This design comes from an exercise in tuning for small area and a short achievable clock period on the open sky130 flow, not from production work. The RTL was checked by simulation tests, not by an equivalence proof against the original design.

==> inputs of v5 <==
// data_memory_sized
module data_memory_sized #(
    parameter int DEPTH       = 32,
    parameter int ADDR_W      = 64,
    parameter int WAIT_CYCLES = 1
) (
    input  logic              clk,
    input  logic              reset,
    input  logic              req_valid,
    output logic              req_ready,
    input  logic              req_wr,
    input  logic [ADDR_W-1:0] req_addr,
    input  logic [1:0]        req_size,
    input  logic              req_unsigned,
    input  logic [63:0]       req_wdata,
    output logic              resp_valid,
    output logic [63:0]       resp_rdata,
    output logic              resp_err
);
==> module data_memory_sized, before the edit <==
module data_memory_sized #(
    parameter int DEPTH       = 32,
    parameter int ADDR_W      = 64,
    parameter int WAIT_CYCLES = 1
) (
    input  logic              clk,
    input  logic              reset,
    input  logic              req_valid,
    output logic              req_ready,
    input  logic              req_wr,
    input  logic [ADDR_W-1:0] req_addr,
    input  logic [1:0]        req_size,
    input  logic              req_unsigned,
    input  logic [63:0]       req_wdata,
    output logic              resp_valid,
    output logic [63:0]       resp_rdata,
    output logic              resp_err
);
    localparam int IDX_W = $clog2(DEPTH);
    logic idle_q, wait_q, exec_q, resp_q;
    always_ff @(posedge clk or posedge reset) begin
        if (reset) begin
            idle_q <= 1'b1;
            wait_q <= 1'b0;
            exec_q <= 1'b0;
            resp_q <= 1'b0;
        end else begin
            idle_q <= resp_q | (idle_q & ~req_valid);
            wait_q <= idle_q & req_valid;
            exec_q <= wait_q;
            resp_q <= exec_q;
        end
    end
    assign req_ready  = idle_q;
    assign resp_valid = resp_q;
    logic             wr_q;
    logic             uns_q;
    logic             err_q;
    logic [1:0]       size_q;
    logic [2:0]       off_q;
    logic [DEPTH-1:0] sel_q;      
    logic mis_in, oor_in;
    always_comb begin
        case (req_size)
            2'd1:    mis_in = req_addr[0];
            2'd2:    mis_in = |req_addr[1:0];
            2'd3:    mis_in = |req_addr[2:0];
            default: mis_in = 1'b0;
        endcase
    end
    assign oor_in = |req_addr[ADDR_W-1:IDX_W+3];
    always_ff @(posedge clk) begin
        if (idle_q) begin
            wr_q   <= req_wr;
            uns_q  <= req_unsigned;
            err_q  <= oor_in | mis_in;
            size_q <= req_size;
            off_q  <= req_addr[2:0];
            for (int w = 0; w < DEPTH; w++) begin
                sel_q[w] <= (req_addr[IDX_W+2:3] == w[IDX_W-1:0]);
            end
        end
    end
    logic [DEPTH-1:0][63:0] mem_q;
    logic [DEPTH-1:0]       vld_q;
    logic [63:0]            dat_q;
    wire we = exec_q & wr_q & ~err_q;
    always_ff @(posedge clk or posedge reset) begin
        if (reset) begin
            vld_q <= '0;
        end else if (we) begin
            vld_q <= vld_q | sel_q;
        end
    end
    always_ff @(posedge clk) begin
        for (int w = 0; w < DEPTH; w++) begin
            if (we && sel_q[w]) begin
                mem_q[w] <= dat_q;
            end
        end
    end
    logic [63:0] old;
    always_comb begin
        logic [63:0] acc;
        acc = 64'd0;
        for (int w = 0; w < DEPTH; w++) begin
            acc = acc | (mem_q[w] & {64{sel_q[w]}});
        end
        old = acc & {64{|(sel_q & vld_q)}};
    end
    logic [63:0] merged;
    always_comb begin
        for (int j = 0; j < 8; j++) begin
            logic [2:0] src;
            logic       be;
            case (size_q)
                2'd0: begin src = 3'd0;              be = (off_q == j[2:0]);        end
                2'd1: begin src = {2'b00, j[0]};     be = (off_q[2:1] == j[2:1]);   end
                2'd2: begin src = {1'b0, j[1:0]};    be = (off_q[2] == j[2]);       end
                default: begin src = j[2:0];         be = 1'b1;                     end
            endcase
            merged[8*j +: 8] = (wr_q && be) ? dat_q[8*src +: 8] : old[8*j +: 8];
        end
    end
    logic [63:0] loaded;
    always_comb begin
        logic [7:0] b0, b1, b2, b3, fill;
        logic       sgn;
        b0 = dat_q[8*off_q +: 8];
        b1 = dat_q[8*{off_q[2:1], 1'b1} +: 8];
        b2 = dat_q[8*{off_q[2], 2'b10} +: 8];
        b3 = dat_q[8*{off_q[2], 2'b11} +: 8];
        case (size_q)
            2'd0:    sgn = b0[7];
            2'd1:    sgn = b1[7];
            default: sgn = b3[7];
        endcase
        fill = (uns_q || size_q == 2'd3) ? 8'd0 : {8{sgn}};
        loaded[7:0]   = b0;
        loaded[15:8]  = (size_q != 2'd0) ? b1 : fill;
        loaded[31:16] = size_q[1] ? {b3, b2} : {fill, fill};
        loaded[63:32] = (size_q == 2'd3) ? dat_q[63:32] : {4{fill}};
        if (wr_q || err_q) loaded = 64'd0;
    end
    always_ff @(posedge clk) begin
        if (wait_q)      dat_q <= merged;
        else if (exec_q) dat_q <= loaded;
        else             dat_q <= req_wdata;
    end
    assign resp_rdata = dat_q;
    assign resp_err   = err_q;
endmodule
export LEC_CHECK = 0
export CAP_MARGIN = 20
export CORE_MARGIN = 2
export CORE_UTILIZATION = 30
export SLEW_MARGIN = 20
create_clock -name core_clock -period 5.5 [get_ports {clk}]
run.sh (not shown) runs the stock make flow with config.mk's settings and CLKGATE_MAP_FILE= SYNTH_SCRIPT=/design/flow/synth_recipe.tcl, a recipe that flattens the netlist after the stock synthesis.
==> v8 (differences from v5) <==
==> flow/design.v (replaced) <==
module data_memory_sized #(
    parameter int DEPTH       = 32,
    parameter int ADDR_W      = 64,
    parameter int WAIT_CYCLES = 1
) (
    input  logic              clk,
    input  logic              reset,
    input  logic              req_valid,
    output logic              req_ready,
    input  logic              req_wr,
    input  logic [ADDR_W-1:0] req_addr,
    input  logic [1:0]        req_size,
    input  logic              req_unsigned,
    input  logic [63:0]       req_wdata,
    output logic              resp_valid,
    output logic [63:0]       resp_rdata,
    output logic              resp_err
);
    localparam int IDX_W = $clog2(DEPTH);
    logic idle_q, wait_q, exec_q, resp_q, rdy_q;
    always_ff @(posedge clk or posedge reset) begin
        if (reset) begin
            idle_q <= 1'b1;
            wait_q <= 1'b0;
            exec_q <= 1'b0;
            resp_q <= 1'b0;
            rdy_q  <= 1'b1;
        end else begin
            idle_q <= resp_q | (idle_q & ~req_valid);
            wait_q <= idle_q & req_valid;
            exec_q <= wait_q;
            resp_q <= exec_q;
            rdy_q  <= resp_q | (rdy_q & ~req_valid);
        end
    end
    assign req_ready  = rdy_q;
    assign resp_valid = resp_q;
    logic             mis_in;
    logic             oor_in;
    always_comb begin
        case (req_size)
            2'd1:    mis_in = req_addr[0];
            2'd2:    mis_in = |req_addr[1:0];
            2'd3:    mis_in = |req_addr[2:0];
            default: mis_in = 1'b0;
        endcase
    end
    assign oor_in = |req_addr[ADDR_W-1:IDX_W+3];
    logic [63:0]      wd1_q;
    logic [DEPTH-1:0] sel1_q;
    logic [2:0]       off1_q;
    logic [1:0]       size1_q;
    logic             uns1_q;
    logic             wr1_q;
    logic             err1_q;
    always_ff @(posedge clk) begin
        wd1_q   <= req_wdata;
        off1_q  <= req_addr[2:0];
        size1_q <= req_size;
        uns1_q  <= req_unsigned;
        wr1_q   <= req_wr;
        err1_q  <= oor_in | mis_in;
        for (int w = 0; w < DEPTH; w++) begin
            sel1_q[w] <= (req_addr[IDX_W+2:3] == w[IDX_W-1:0]);
        end
    end
    logic [DEPTH-1:0][63:0] mem_q;
    logic [DEPTH-1:0]       vld_q;
    logic [DEPTH-1:0]       wsel_q;    
    logic [63:0]            m_q;       
    always_ff @(posedge clk or posedge reset) begin
        if (reset) begin
            vld_q <= '0;
        end else begin
            vld_q <= vld_q | wsel_q;
        end
    end
    always_ff @(posedge clk) begin
        for (int w = 0; w < DEPTH; w++) begin
            if (wsel_q[w]) begin
                mem_q[w] <= m_q;
            end
        end
    end
    logic [63:0] old;
    always_comb begin
        logic [63:0] acc;
        acc = 64'd0;
        for (int w = 0; w < DEPTH; w++) begin
            acc = acc | (mem_q[w] & {64{sel1_q[w]}});
        end
        old = acc & {64{|(sel1_q & vld_q)}};
    end
    logic [63:0] merged;
    always_comb begin
        for (int j = 0; j < 8; j++) begin
            logic [2:0] src;
            logic       be;
            case (size1_q)
                2'd0:    begin src = 3'd0;           be = (off1_q == j[2:0]);      end
                2'd1:    begin src = {2'b00, j[0]};  be = (off1_q[2:1] == j[2:1]); end
                2'd2:    begin src = {1'b0, j[1:0]}; be = (off1_q[2] == j[2]);     end
                default: begin src = j[2:0];         be = 1'b1;                    end
            endcase
            merged[8*j +: 8] = (wr1_q && be) ? wd1_q[8*src +: 8] : old[8*j +: 8];
        end
    end
    logic [7:0] o8_q;      
    logic [3:0] o4_q;      
    logic       o2_q;      
    logic [1:0] size2_q;
    logic       uns2_q;
    logic       zero2_q;   
    logic       err2_q;
    always_ff @(posedge clk or posedge reset) begin
        if (reset) begin
            wsel_q <= '0;
        end else begin
            wsel_q <= sel1_q & {DEPTH{wait_q & wr1_q & ~err1_q}};
        end
    end
    always_ff @(posedge clk) begin
        m_q     <= merged;
        for (int k = 0; k < 8; k++) o8_q[k] <= (off1_q == k[2:0]);
        for (int k = 0; k < 4; k++) o4_q[k] <= (off1_q[2:1] == k[1:0]);
        o2_q    <= off1_q[2];
        size2_q <= size1_q;
        uns2_q  <= uns1_q;
        zero2_q <= wr1_q | err1_q;
        err2_q  <= err1_q;
    end
    logic [63:0] loaded;
    always_comb begin
        logic [7:0] b0, b1, b2, b3, fill;
        logic       sgn;
        b0 = 8'd0;
        for (int k = 0; k < 8; k++) b0 = b0 | (m_q[8*k +: 8] & {8{o8_q[k]}});
        b1 = 8'd0;
        for (int k = 0; k < 4; k++) b1 = b1 | (m_q[16*k+8 +: 8] & {8{o4_q[k]}});
        b2 = o2_q ? m_q[55:48] : m_q[23:16];
        b3 = o2_q ? m_q[63:56] : m_q[31:24];
        case (size2_q)
            2'd0:    sgn = b0[7];
            2'd1:    sgn = b1[7];
            default: sgn = b3[7];
        endcase
        fill = (uns2_q || size2_q == 2'd3) ? 8'd0 : {8{sgn}};
        loaded[7:0]   = b0;
        loaded[15:8]  = (size2_q != 2'd0) ? b1 : fill;
        loaded[31:16] = size2_q[1] ? {b3, b2} : {fill, fill};
        loaded[63:32] = (size2_q == 2'd3) ? m_q[63:32] : {4{fill}};
        if (zero2_q) loaded = 64'd0;
    end
    logic [63:0] rdata_q;
    logic        rerr_q;
    always_ff @(posedge clk) begin
        rdata_q <= loaded;
        rerr_q  <= err2_q;
    end
    assign resp_rdata = rdata_q;
    assign resp_err   = rerr_q;
endmodule
CORE_UTILIZATION = 55   (was 30)
PLACE_DENSITY = 0.65   (was unset)
SETUP_SLACK_MARGIN = 3.0   (was unset)
==> summary.md <==
| Metric | Value |
|---|---|
| Status | no timing/DRC/antenna violations |
| Critical path origin | sel1_q[26] |
| Compound-cell area share of the yosys netlist | 11.2% |
| Post-Synth Simple-Gate Area | 4.20% |
| Biggest cell delay along the critical path | 0.57 ns |
| Register area share after synthesis | 82.3% |
| Worst slew margin | 14.9% |
| Worst skew pair latency | 0.87 ns |
| Drt total wl | 310,000 µm |
| Peak VDD IR | 338 µV |
[end of results for v8]
==> summary.md <==
| Metric | Value |
|---|---|
| Final net count | 4,854 |
| Drt total wl | 317,000 µm |
| Compound-cell area share of the yosys netlist | 11.8% |
| Status | no timing/DRC/antenna violations |
| Critical path origin | dat_q[48] |
| Biggest cell delay along the critical path | 1.03 ns |
| Async SR Flop Fraction | 1.65% |
| YS warnings | 1 |
| Peak VDD IR | 284 µV |
| Worst skew pair latency | 0.90 ns |
| Die X | 521 µm |
| Worst slew margin | 13.2% |
| Launching point of the worst reg2reg path | size_q[1] |
| Global-route usage over all layers | 22.6% |
[end of results for v5]

[static timing again, ports no longer ideal]
The results above use ideal ports. As a check the final layouts listed here were re-extracted and re-timed, cells and wires unchanged.
Step 1 assumes that a clkbuf_16 drives the clock port and a buf_2 every other input.
Step 2 moves the port delays by t, midway between the first and last clock arrival at a register: inputs arrive t later, outputs are due t later. That takes back most of the time a late clock gives input paths.
Slacks: no drivers / after step 1 / after step 2; pairs: no drivers / after step 1.
run	shift t [ns]	setup slack, ns	latest minus earliest clock arrival (ns)	worst slew at a driven data input, ns
v5	0.953	1.782 / 1.689 / 1.881	0.076 / 0.076	0.25
v8	0.942	2.831 / 2.784 / 2.679	0.039 / 0.039	0.08
After both steps every run listed still meets setup and hold. For v8, which loses most, drivers alone change the setup slack by -0.047 ns; drivers and shift together by -0.152 ns. Setup slack includes reset recovery checks.
